This design comes from an exercise in tuning for a short achievable clock period and few clock cycles on the open sky130 flow, not from production work.
The RTL was checked by simulation tests, not by an equivalence proof against the original design.
Power figures rest on the tool's default switching activity, not on a simulated workload.

## flow/config.mk

```make
export PLATFORM = sky130hd
export DESIGN_NAME = rv_core
export DESIGN_NICKNAME = rv_core
export VERILOG_FILES = /design/flow/design.v
export SDC_FILE = /design/flow/constraint.sdc
export NUM_CORES = 4
export LEC_CHECK = 0
export CAP_MARGIN = 20
export CORE_MARGIN = 2
export CORE_UTILIZATION = 25
export GPL_ROUTABILITY_DRIVEN = 1
export PLACE_DENSITY = 0.45
export SLEW_MARGIN = 20
```

## flow/constraint.sdc

```tcl
create_clock -name core_clock -period 5.5 [get_ports {clk_i}]
set_input_delay 1.1000 -clock core_clock [delete_from_list [all_inputs] [get_ports {clk_i}]]
set_output_delay 1.1000 -clock core_clock [all_outputs]
set_load 0.01 [all_outputs]
```

## flow/design.v

```verilog
`default_nettype none
package rv_pkg;
  typedef enum logic [6:0] {
    OP     = 7'b0110011,  
    OP_IMM = 7'b0010011,  
    LOAD   = 7'b0000011,  
    STORE  = 7'b0100011,  
    BRANCH = 7'b1100011,  
    JAL    = 7'b1101111   
  } opcode_e;
  typedef enum logic [1:0] {
    ADD = 2'b00,
    SUB = 2'b01,
    AND = 2'b10,
    OR  = 2'b11
  } alu_op_e;
  typedef enum logic [1:0] {
    ALU = 2'b00,  
    MEM = 2'b01,  
    PC4 = 2'b10   
  } result_src_e;
  typedef struct packed {
    logic        reg_we;      
    logic        mem_re;      
    logic        mem_we;      
    alu_op_e     alu_op;
    result_src_e result_src;
    logic        src_b_imm;   
    logic        src_a_pc;    
    logic        branch;      
    logic        branch_ne;   
    logic        jump;        
  } ctrl_t;
  typedef struct packed {
    logic                  valid;
    ctrl_t                 ctrl;
    logic [32-1:0]   pc;
    logic [32-1:0]   pc4;
    logic [32-1:0]   rs1_data;
    logic [32-1:0]   rs2_data;
    logic [32-1:0]   imm;
    logic [5-1:0] rd;
  } id_ex_t;
  typedef struct packed {
    logic                  valid;
    logic                  reg_we;
    logic                  mem_re;
    logic                  mem_we;
    result_src_e           result_src;
    logic [32-1:0]   alu_result;  
    logic [32-1:0]   store_data;
    logic [32-1:0]   pc4;
    logic [5-1:0] rd;
  } ex_mem_t;
  typedef struct packed {
    logic                  reg_we;
    logic [5-1:0] rd;
    logic [32-1:0]   result;
  } mem_wb_t;
  typedef struct packed {
    logic                re;
    logic                we;
    logic [32-1:0] addr;
    logic [32-1:0] wdata;
  } dmem_req_t;
endpackage
`default_nettype wire
`timescale 1ns/1ps
`default_nettype none
module rv_fetch (
  input  logic                clk_i,
  input  logic                rst_i,
  input  logic                redirect_i,  
  input  logic [32-1:0] target_i,    
  output logic [32-1:0] pc_o         
);
  logic [32-1:0] pc_q;     
  logic [32-1:0] pc_next;  
  assign pc_next = redirect_i ? target_i : pc_q + 32'(4);
  always_ff @(posedge clk_i, posedge rst_i)
  begin
    if (rst_i)
    begin
      pc_q <= 32'h0000_0000;  
    end
    else
    begin
      pc_q <= pc_next;
    end
  end
  assign pc_o = pc_q;
endmodule
`default_nettype wire
`timescale 1ns/1ps
`default_nettype none
module rv_regfile (
  input  logic                  clk_i,
  input  logic                  rst_i,
  input  logic [5-1:0] rs1_i,       
  input  logic [5-1:0] rs2_i,       
  output logic [32-1:0]   rs1_data_o,
  output logic [32-1:0]   rs2_data_o,
  input  rv_pkg::mem_wb_t       wb_i         
);
  logic [32-1:0] regs_q [32];  
  function automatic logic [32-1:0] read_port(input logic [5-1:0] addr);
    logic [32-1:0] data;
    if (addr == '0)
      data = '0;
    else if (wb_i.reg_we && (wb_i.rd == addr))
      data = wb_i.result;  
    else
      data = regs_q[addr];
    read_port = data;
  endfunction
  always_ff @(posedge clk_i, posedge rst_i)
  begin
    if (rst_i)
    begin
      for (int i = 0; i < 32; i++)
        regs_q[i] <= '0;
    end
    else if (wb_i.reg_we && (wb_i.rd != '0))
    begin
      regs_q[wb_i.rd] <= wb_i.result;
    end
  end
  always_comb
  begin
    rs1_data_o = read_port(rs1_i);
    rs2_data_o = read_port(rs2_i);
  end
endmodule
`default_nettype wire
`timescale 1ns/1ps
`default_nettype none
module rv_decode (
  input  logic                clk_i,
  input  logic                rst_i,
  input  logic [31:0]         instr_i,   
  input  logic [32-1:0] pc_i,      
  input  logic                valid_i,   
  input  rv_pkg::mem_wb_t     wb_i,      
  output rv_pkg::id_ex_t      id_ex_o    
);
  rv_pkg::opcode_e     opcode;
  logic [2:0]          funct3;
  logic                funct7_5;     
  rv_pkg::ctrl_t       ctrl;
  logic                known;        
  logic [32-1:0] imm;
  logic [32-1:0] imm_i_type;
  logic [32-1:0] imm_s_type;
  logic [32-1:0] imm_b_type;
  logic [32-1:0] imm_j_type;
  logic [32-1:0] rs1_data;
  logic [32-1:0] rs2_data;
  assign opcode   = rv_pkg::opcode_e'(instr_i[6:0]);
  assign funct3   = instr_i[14:12];
  assign funct7_5 = instr_i[30];
  assign imm_i_type = {{(32-12){instr_i[31]}}, instr_i[31:20]};
  assign imm_s_type = {{(32-12){instr_i[31]}}, instr_i[31:25], instr_i[11:7]};
  assign imm_b_type = {{(32-13){instr_i[31]}}, instr_i[31], instr_i[7],
                       instr_i[30:25], instr_i[11:8], 1'b0};
  assign imm_j_type = {{(32-21){instr_i[31]}}, instr_i[31], instr_i[19:12],
                       instr_i[20], instr_i[30:21], 1'b0};
  always_comb
  begin
    ctrl        = '0;             
    ctrl.alu_op = rv_pkg::ADD;
    known       = 1'b1;
    imm         = imm_i_type;
    case (opcode)
      rv_pkg::OP:
      begin
        ctrl.reg_we = 1'b1;
        case (funct3)
          3'b000:  ctrl.alu_op = funct7_5 ? rv_pkg::SUB : rv_pkg::ADD;
          3'b111:  ctrl.alu_op = rv_pkg::AND;
          3'b110:  ctrl.alu_op = rv_pkg::OR;
          default: known = 1'b0;  
        endcase
      end
      rv_pkg::OP_IMM:
      begin
        ctrl.reg_we    = 1'b1;
        ctrl.src_b_imm = 1'b1;
        known          = (funct3 == 3'b000);  
      end
      rv_pkg::LOAD:
      begin
        ctrl.reg_we     = 1'b1;
        ctrl.mem_re     = 1'b1;
        ctrl.src_b_imm  = 1'b1;           
        ctrl.result_src = rv_pkg::MEM;
        known           = (funct3 == 3'b010);  
      end
      rv_pkg::STORE:
      begin
        ctrl.mem_we    = 1'b1;
        ctrl.src_b_imm = 1'b1;
        imm            = imm_s_type;
        known          = (funct3 == 3'b010);
      end
      rv_pkg::BRANCH:
      begin
        ctrl.branch    = 1'b1;
        ctrl.branch_ne = funct3[0];       
        imm            = imm_b_type;
        known          = (funct3[2:1] == 2'b00);
      end
      rv_pkg::JAL:
      begin
        ctrl.reg_we     = 1'b1;
        ctrl.jump       = 1'b1;
        ctrl.src_a_pc   = 1'b1;           
        ctrl.src_b_imm  = 1'b1;
        ctrl.result_src = rv_pkg::PC4;    
        imm             = imm_j_type;
      end
      default: known = 1'b0;
    endcase
  end
  rv_regfile rv_regfile_inst (
    .clk_i      (clk_i),
    .rst_i      (rst_i),
    .rs1_i      (instr_i[19:15]),
    .rs2_i      (instr_i[24:20]),
    .rs1_data_o (rs1_data),
    .rs2_data_o (rs2_data),
    .wb_i       (wb_i)
  );
  always_comb
  begin
    id_ex_o.valid    = valid_i & known;  
    id_ex_o.ctrl     = known ? ctrl : '0;
    id_ex_o.pc       = pc_i;
    id_ex_o.pc4      = pc_i + 32'(4);
    id_ex_o.rs1_data = rs1_data;
    id_ex_o.rs2_data = rs2_data;
    id_ex_o.imm      = imm;
    id_ex_o.rd       = instr_i[11:7];
  end
endmodule
`default_nettype wire
`timescale 1ns/1ps
`default_nettype none
module rv_execute (
  input  rv_pkg::id_ex_t      id_ex_i,     
  output rv_pkg::ex_mem_t     ex_mem_o,    
  output logic                redirect_o,  
  output logic [32-1:0] target_o     
);
  logic [32-1:0] src_a;
  logic [32-1:0] src_b;
  logic [32-1:0] alu_y;
  logic                equal;    
  logic                taken;    
  assign src_a = id_ex_i.ctrl.src_a_pc  ? id_ex_i.pc  : id_ex_i.rs1_data;
  assign src_b = id_ex_i.ctrl.src_b_imm ? id_ex_i.imm : id_ex_i.rs2_data;
  always_comb
  begin
    case (id_ex_i.ctrl.alu_op)
      rv_pkg::ADD: alu_y = src_a + src_b;  
      rv_pkg::SUB: alu_y = src_a - src_b;
      rv_pkg::AND: alu_y = src_a & src_b;
      rv_pkg::OR:  alu_y = src_a | src_b;
      default:     alu_y = src_a + src_b;
    endcase
  end
  assign equal = (id_ex_i.rs1_data == id_ex_i.rs2_data);
  assign taken = id_ex_i.ctrl.branch & (id_ex_i.ctrl.branch_ne ? ~equal : equal);
  assign redirect_o = id_ex_i.valid & (taken | id_ex_i.ctrl.jump);
  assign target_o   = id_ex_i.pc + id_ex_i.imm;  
  always_comb
  begin
    ex_mem_o.valid      = id_ex_i.valid;
    ex_mem_o.reg_we     = id_ex_i.ctrl.reg_we;
    ex_mem_o.mem_re     = id_ex_i.ctrl.mem_re;
    ex_mem_o.mem_we     = id_ex_i.ctrl.mem_we;
    ex_mem_o.result_src = id_ex_i.ctrl.result_src;
    ex_mem_o.alu_result = alu_y;
    ex_mem_o.store_data = id_ex_i.rs2_data;  
    ex_mem_o.pc4        = id_ex_i.pc4;
    ex_mem_o.rd         = id_ex_i.rd;
  end
endmodule
`default_nettype wire
`timescale 1ns/1ps
`default_nettype none
module rv_core (
  input  logic                clk_i,
  input  logic                rst_i,
  output logic [32-1:0] imem_addr_o,
  input  logic [31:0]         imem_data_i,
  output logic                dmem_re_o,
  output logic                dmem_we_o,
  output logic [32-1:0] dmem_addr_o,
  output logic [32-1:0] dmem_wdata_o,
  input  logic [32-1:0] dmem_rdata_i
);
  logic [32-1:0] pc;             
  logic                ex_redirect;    
  logic [32-1:0] ex_target;
  logic [31:0]         if_id_instr_q;  
  logic [32-1:0] if_id_pc_q;
  logic                if_id_valid_q;
  rv_pkg::id_ex_t      id_ex_d;
  rv_pkg::id_ex_t      id_ex_q;
  rv_pkg::ex_mem_t     ex_mem_d;
  rv_pkg::ex_mem_t     ex_mem_q;
  rv_pkg::mem_wb_t     mem_wb_d;
  rv_pkg::mem_wb_t     mem_wb_q;
  logic [32-1:0] wb_result;      
  rv_fetch rv_fetch_inst (
    .clk_i      (clk_i),
    .rst_i      (rst_i),
    .redirect_i (ex_redirect),
    .target_i   (ex_target),
    .pc_o       (pc)
  );
  assign imem_addr_o = pc;
  always_ff @(posedge clk_i, posedge rst_i)
  begin
    if (rst_i)
    begin
      if_id_instr_q <= 32'h0000_0013;
      if_id_pc_q    <= 32'h0000_0000;
      if_id_valid_q <= 1'b0;
    end
    else
    begin
      if_id_instr_q <= ex_redirect ? 32'h0000_0013 : imem_data_i;
      if_id_pc_q    <= pc;
      if_id_valid_q <= ~ex_redirect;
    end
  end
  rv_decode rv_decode_inst (
    .clk_i   (clk_i),
    .rst_i   (rst_i),
    .instr_i (if_id_instr_q),
    .pc_i    (if_id_pc_q),
    .valid_i (if_id_valid_q),
    .wb_i    (mem_wb_q),       
    .id_ex_o (id_ex_d)
  );
  always_ff @(posedge clk_i, posedge rst_i)
  begin
    if (rst_i)
    begin
      id_ex_q <= '0;
    end
    else
    begin
      id_ex_q       <= id_ex_d;
      id_ex_q.valid <= id_ex_d.valid & ~ex_redirect;
    end
  end
  rv_execute rv_execute_inst (
    .id_ex_i    (id_ex_q),
    .ex_mem_o   (ex_mem_d),
    .redirect_o (ex_redirect),
    .target_o   (ex_target)
  );
  always_ff @(posedge clk_i, posedge rst_i)
  begin
    if (rst_i)
      ex_mem_q <= '0;
    else
      ex_mem_q <= ex_mem_d;
  end
  always_comb
  begin
    dmem_re_o    = ex_mem_q.valid & ex_mem_q.mem_re;
    dmem_we_o    = ex_mem_q.valid & ex_mem_q.mem_we;  
    dmem_addr_o  = ex_mem_q.alu_result;
    dmem_wdata_o = ex_mem_q.store_data;
  end
  always_comb
  begin
    case (ex_mem_q.result_src)
      rv_pkg::MEM: wb_result = dmem_rdata_i;   
      rv_pkg::PC4: wb_result = ex_mem_q.pc4;   
      default:     wb_result = ex_mem_q.alu_result;
    endcase
  end
  assign mem_wb_d.reg_we = ex_mem_q.valid & ex_mem_q.reg_we;
  assign mem_wb_d.rd     = ex_mem_q.rd;
  assign mem_wb_d.result = wb_result;
  always_ff @(posedge clk_i, posedge rst_i)
  begin
    if (rst_i)
      mem_wb_q <= '0;
    else
      mem_wb_q <= mem_wb_d;
  end
endmodule
`default_nettype wire
```

## flow/run.sh

```bash
#!/bin/bash
# synth_recipe.tcl (not shown) runs the flow's synth.tcl, then flattens the netlist and writes it again
# the make line also repeats each setting of config.mk as NAME=value (left out here)
make -C /OpenROAD-flow-scripts/flow DESIGN_CONFIG=/design/flow/config.mk WORK_HOME=/design/flow/orfs CLKGATE_MAP_FILE= SYNTH_SCRIPT=/design/flow/synth_recipe.tcl finish
```

==> results.tsv <==
stage	metric	value	unit
worst_setup_path	crit_chain	buf_12 > buf_4 > mux2_2 > or2_2 > nor2_2 > and2_2 > o2111a_1 > or2_1 > xor2_1 > ha_1 > a21oi_1 > nand2_1 > a21o_1 > a21o_1 > nor3_1 > o21ai_0 > and3_4 > a2111o_1 > nand3_1	
timing	timing.setup.tns	0	ns
layout	fin_nets	5858	
floorplan	core	0.270	mm^2
clock_tree	cts.sinks	1397	
worst_setup_path	end_kind	register	
floorplan	rows	191	
synth	synth_ff_type	dfrtp_1	
synth	ys_seq_area_frac	0.516	
clock_tree	h-tree-depth	4	
timing	max_slew_margin	0.130	
clock_tree	cts_resized	0	
synth	ys_types	96	
global_route	grt_max_degree	155	
flow_run	max-cap-violations	0	
power	ir_drop	0.338	mV
worst_setup_path	rr_endpoint	ex_mem_q[100]	
global_route	grt-ovfl-total	0	
synth	async_reset_ff_frac	1.00	
routing	drc	0	
global_route	grt_first_pass_wirelength	455	mm
synth	ys_ff_latch	1397	
clock_tree	cts_buffers	163	
worst_setup_path	critPathMaxStageDelay	0.64	ns
placed_design	dp_hpwl	207	mm
timing	hold_viol_final	0	
worst_setup_path	crit_type	reg2reg	
worst_setup_path	cp_top_family	simple AND/OR/NAND/NOR gates	
worst_setup_path	cp-start-kind	register	
clock_tree	cts_hold_buf	0	
worst_setup_path	cp_num_cells	19	
synth	postSynthAreaPerCell	11.9	um^2
global_route	antenna_found_initial	18	
routing	firstDrtPassIters	10	
layout	fin_area	0.0804	mm^2
timing	grt_setup_unrepaired	no	
clock_tree	cts_tree	yes	
worst_setup_path	path_common_cell	a21o_1	
clock_tree	clock_latency	0.84	ns
synth	syn-cell-area	0.0677	mm^2
routing	drtAntennaViolNets	0	
worst_setup_path	rrSetupSlack	0.45	ns
global_route	grt_use_total	0.237	
routing	via_per_inst	5.89	
placed_design	io_buffers	163	
routing	routed_wirelength	334	mm
worst_setup_path	slowest_stage	dfrtp_2	
worst_setup_path	path_buf_inv	2	
timing	slew_viol_final	0	
timing	finClkSkew	0.0374	ns
synth	yosysWarnings	6	
timing	max_freq	198	MHz
placed_design	place.gp.congestion	0.936	
worst_setup_path	r2r-start	id_ex_q[169]	
floorplan	die_h	524	um
clock_tree	cts_buffer_depth	3	
floorplan	chipWidth	524	um
clock_tree	path_clk_slew	0.06	ns
timing	worst_slew_pin_slew	1.30	ns
synth	synth_fp_nets	5830	
layout	area_growth_syn_to_layout	18.8	%
timing	min_period	5.05	ns
synth	synth_edf_count	0	
placed_design	place_area	0.0745	mm^2
routing	wire_per_inst	35.4	um
layout	final_common_cell	dfrtp_1	
power	power.density	314	mW/mm^2
layout	drive_above_1_share	0.292	
global_route	grt_pass1_vias	54700	
routing	num_vias	55700	
clock_tree	cts-root-buf	clkbuf_16	
worst_setup_path	r2r_cells	19	
worst_setup_path	required	6.24	ns
floorplan	ios	164	
timing	setup_viol	0	
layout	final_cell_mix	dfrtp_1, mux2_2, a22oi_1	
clock_tree	postCtsSetupRepairBufs	0	
status	outcome	no timing/DRC/antenna violations	
synth	syn_inst	5693	
worst_setup_path	crit_start	id_ex_q[169]	
routing	drtIter0Drc	8862	
floorplan	start_util	0.251	
worst_setup_path	cp_max_fo	21	
worst_setup_path	cp-endpoint	ex_mem_q[100]	
worst_setup_path	worst-endpoint-arrival	5.79	ns
min_path	hold_path_class	reg2reg	
power	leakage	36.1	nW
timing	fin_crit_sh	0.918	
floorplan	dieArea	0.275	mm^2
==> registers in the layout, summed over array words and instances (netlist names) <==
| register | cells |
|---|---|
| if_id_valid_q | 1 |
| if_id_pc_q | 32 |
| ex_mem_q | 107 |
| rv_fetch_inst.pc_q | 32 |
| mem_wb_q | 38 |
| id_ex_q | 163 |
| rv_decode_inst.rv_regfile_inst.regs_q | 992 |
| if_id_instr_q | 32 |
==> where the power goes <==
part | internal (mW) | leakage [nW] | total, mW | switching [mW]
clock network | 6.96 | 2.83 | 11.7 | 4.73
registers | 10.6 | 19.1 | 11.2 | 0.633
logic | 0.760 | 14.1 | 2.38 | 1.62
==> how the worst min path moves through the flow <==
stage	startpoint	end	depth (start not counted)
floorplan	id_ex_q[0]	ex_mem_q[0]	0
global placement	id_ex_q[126]	ex_mem_q[30]	0
detailed placement	id_ex_q[1]	ex_mem_q[1]	0
CTS	ex_mem_q[0]	mem_wb_q[32]	0
global route	id_ex_q[175]	ex_mem_q[104]	0
finish	ex_mem_q[0]	mem_wb_q[32]	0
==> synthesized netlist by cell type (13+ instances only) <==
cell type,count,share of area
buf_1,48,0.0027
xor2_1,71,0.0092
ha_1,69,0.013
nor2_1,223,0.012
a22oi_1,604,0.067
dfrtp_1,1394,0.52
nor2b_1,13,0.0012
nor4_1,48,0.0044
a22o_1,131,0.017
a21o_1,42,0.0047
buf_2,77,0.0057
clkbuf_1,350,0.019
and2_1,39,0.0036
nor3_1,52,0.0038
a221oi_1,197,0.025
maj3_1,26,0.0038
mux2i_1,24,0.0035
nand3_1,134,0.0099
a222oi_1,64,0.0095
nand2b_1,19,0.0018
a31oi_1,15,0.0014
inv_1,34,0.0019
xnor2_1,110,0.014
buf_4,67,0.0074
o21ai_0,165,0.012
a21oi_1,142,0.010
nand4_1,156,0.014
and3_1,22,0.0020
nand2_1,165,0.0091
mux2_2,1030,0.17
==> cell type report <==
type | count | area (um^2)
Clock inverter | 65 | 863
Tap cell | 3570 | 4470
Sequential cell | 1397 | 35000
Multi-Input combinational cell | 3715 | 30900
Inverter | 35 | 135
Clock buffer | 234 | 4860
Fill cell | 27500 | 190000
Timing Repair Buffer | 409 | 4190
Antenna cell | 19 | 47.5
==> per-stage QoR <==
step | hold WS [ns] | cells | setup slack, ns | power [mW] | util
final | 0.319 | 9444 | 0.451 | 25.3 | 0.298
after CTS | 0.326 | 9420 | 0.517 | 25.4 | 0.297
after global routing | 0.345 | 9435 | 0.0845 | 26.0 | 0.298
after global placement | 0.332 | 9116 | 0.425 | 13.7 | 0.275
after detailed placement | 0.335 | 9121 | 0.536 | 13.7 | 0.276
after floorplan | 0.331 | 5693 | -14.93 | 12.5 | -
==> metal layers <==
layer / track usage / wire length, um / vias up
met2: 0.342 / 141000 / 3887
met1: 0.316 / 137000 / 29000
met3: 0.0682 / 35300 / 1092
met4: 0.131 / 21100 / 14
li1: - / - / 21700
met5: 0 / 103 / -
==> kinds of logic (layout without fill, tap and decap cells) <==
| group | after synthesis | count (layout) | share of synthesized area |
|---|---|---|---|
| AOI/OAI and AO/OA | 1442 | 1442 | 0.158 |
| DFF | 1397 | 1397 | 0.516 |
| muxes | 1059 | 1059 | 0.176 |
| and+or+nand+nor | 936 | 936 | 0.0706 |
| buffers and inverters | 581 | 743 | 0.0378 |
| xor gates and xnor gates | 181 | 181 | 0.0234 |
| adders and majority gates | 97 | 97 | 0.0172 |
| other | 0 | 19 | 0 |
Testbench counts, summed over its fixed seeds: cycles 183,575.

## afterwards: timing with drivers on the ports
The flow's constraints put no driver on any port. The routed layout listed below was extracted and timed again, unchanged, in two steps.
Step 1 sets driving cells, clkbuf_16 on the clock port and buf_2 on the other inputs (assumed; they add their load-dependent delay and slew).
Step 2 also shifts input and output timing later by t, the mid clock arrival at the registers, as if the neighbouring blocks saw the same clock.
Slacks: ideal / step 1 / step 2; pairs: ideal / step 1.
shift t [ns]: 0.917
setup WS [ns]: 0.451 / 0.451 / 0.451
latest minus earliest clock arrival (ns): 0.044 / 0.044
slew at the worst register clock pin (ns): 0.07 / 0.07
After both steps setup and hold are still met in this run. The setup slack of this run moves by 0.000 ns with the drivers and by 0.000 ns with both steps.
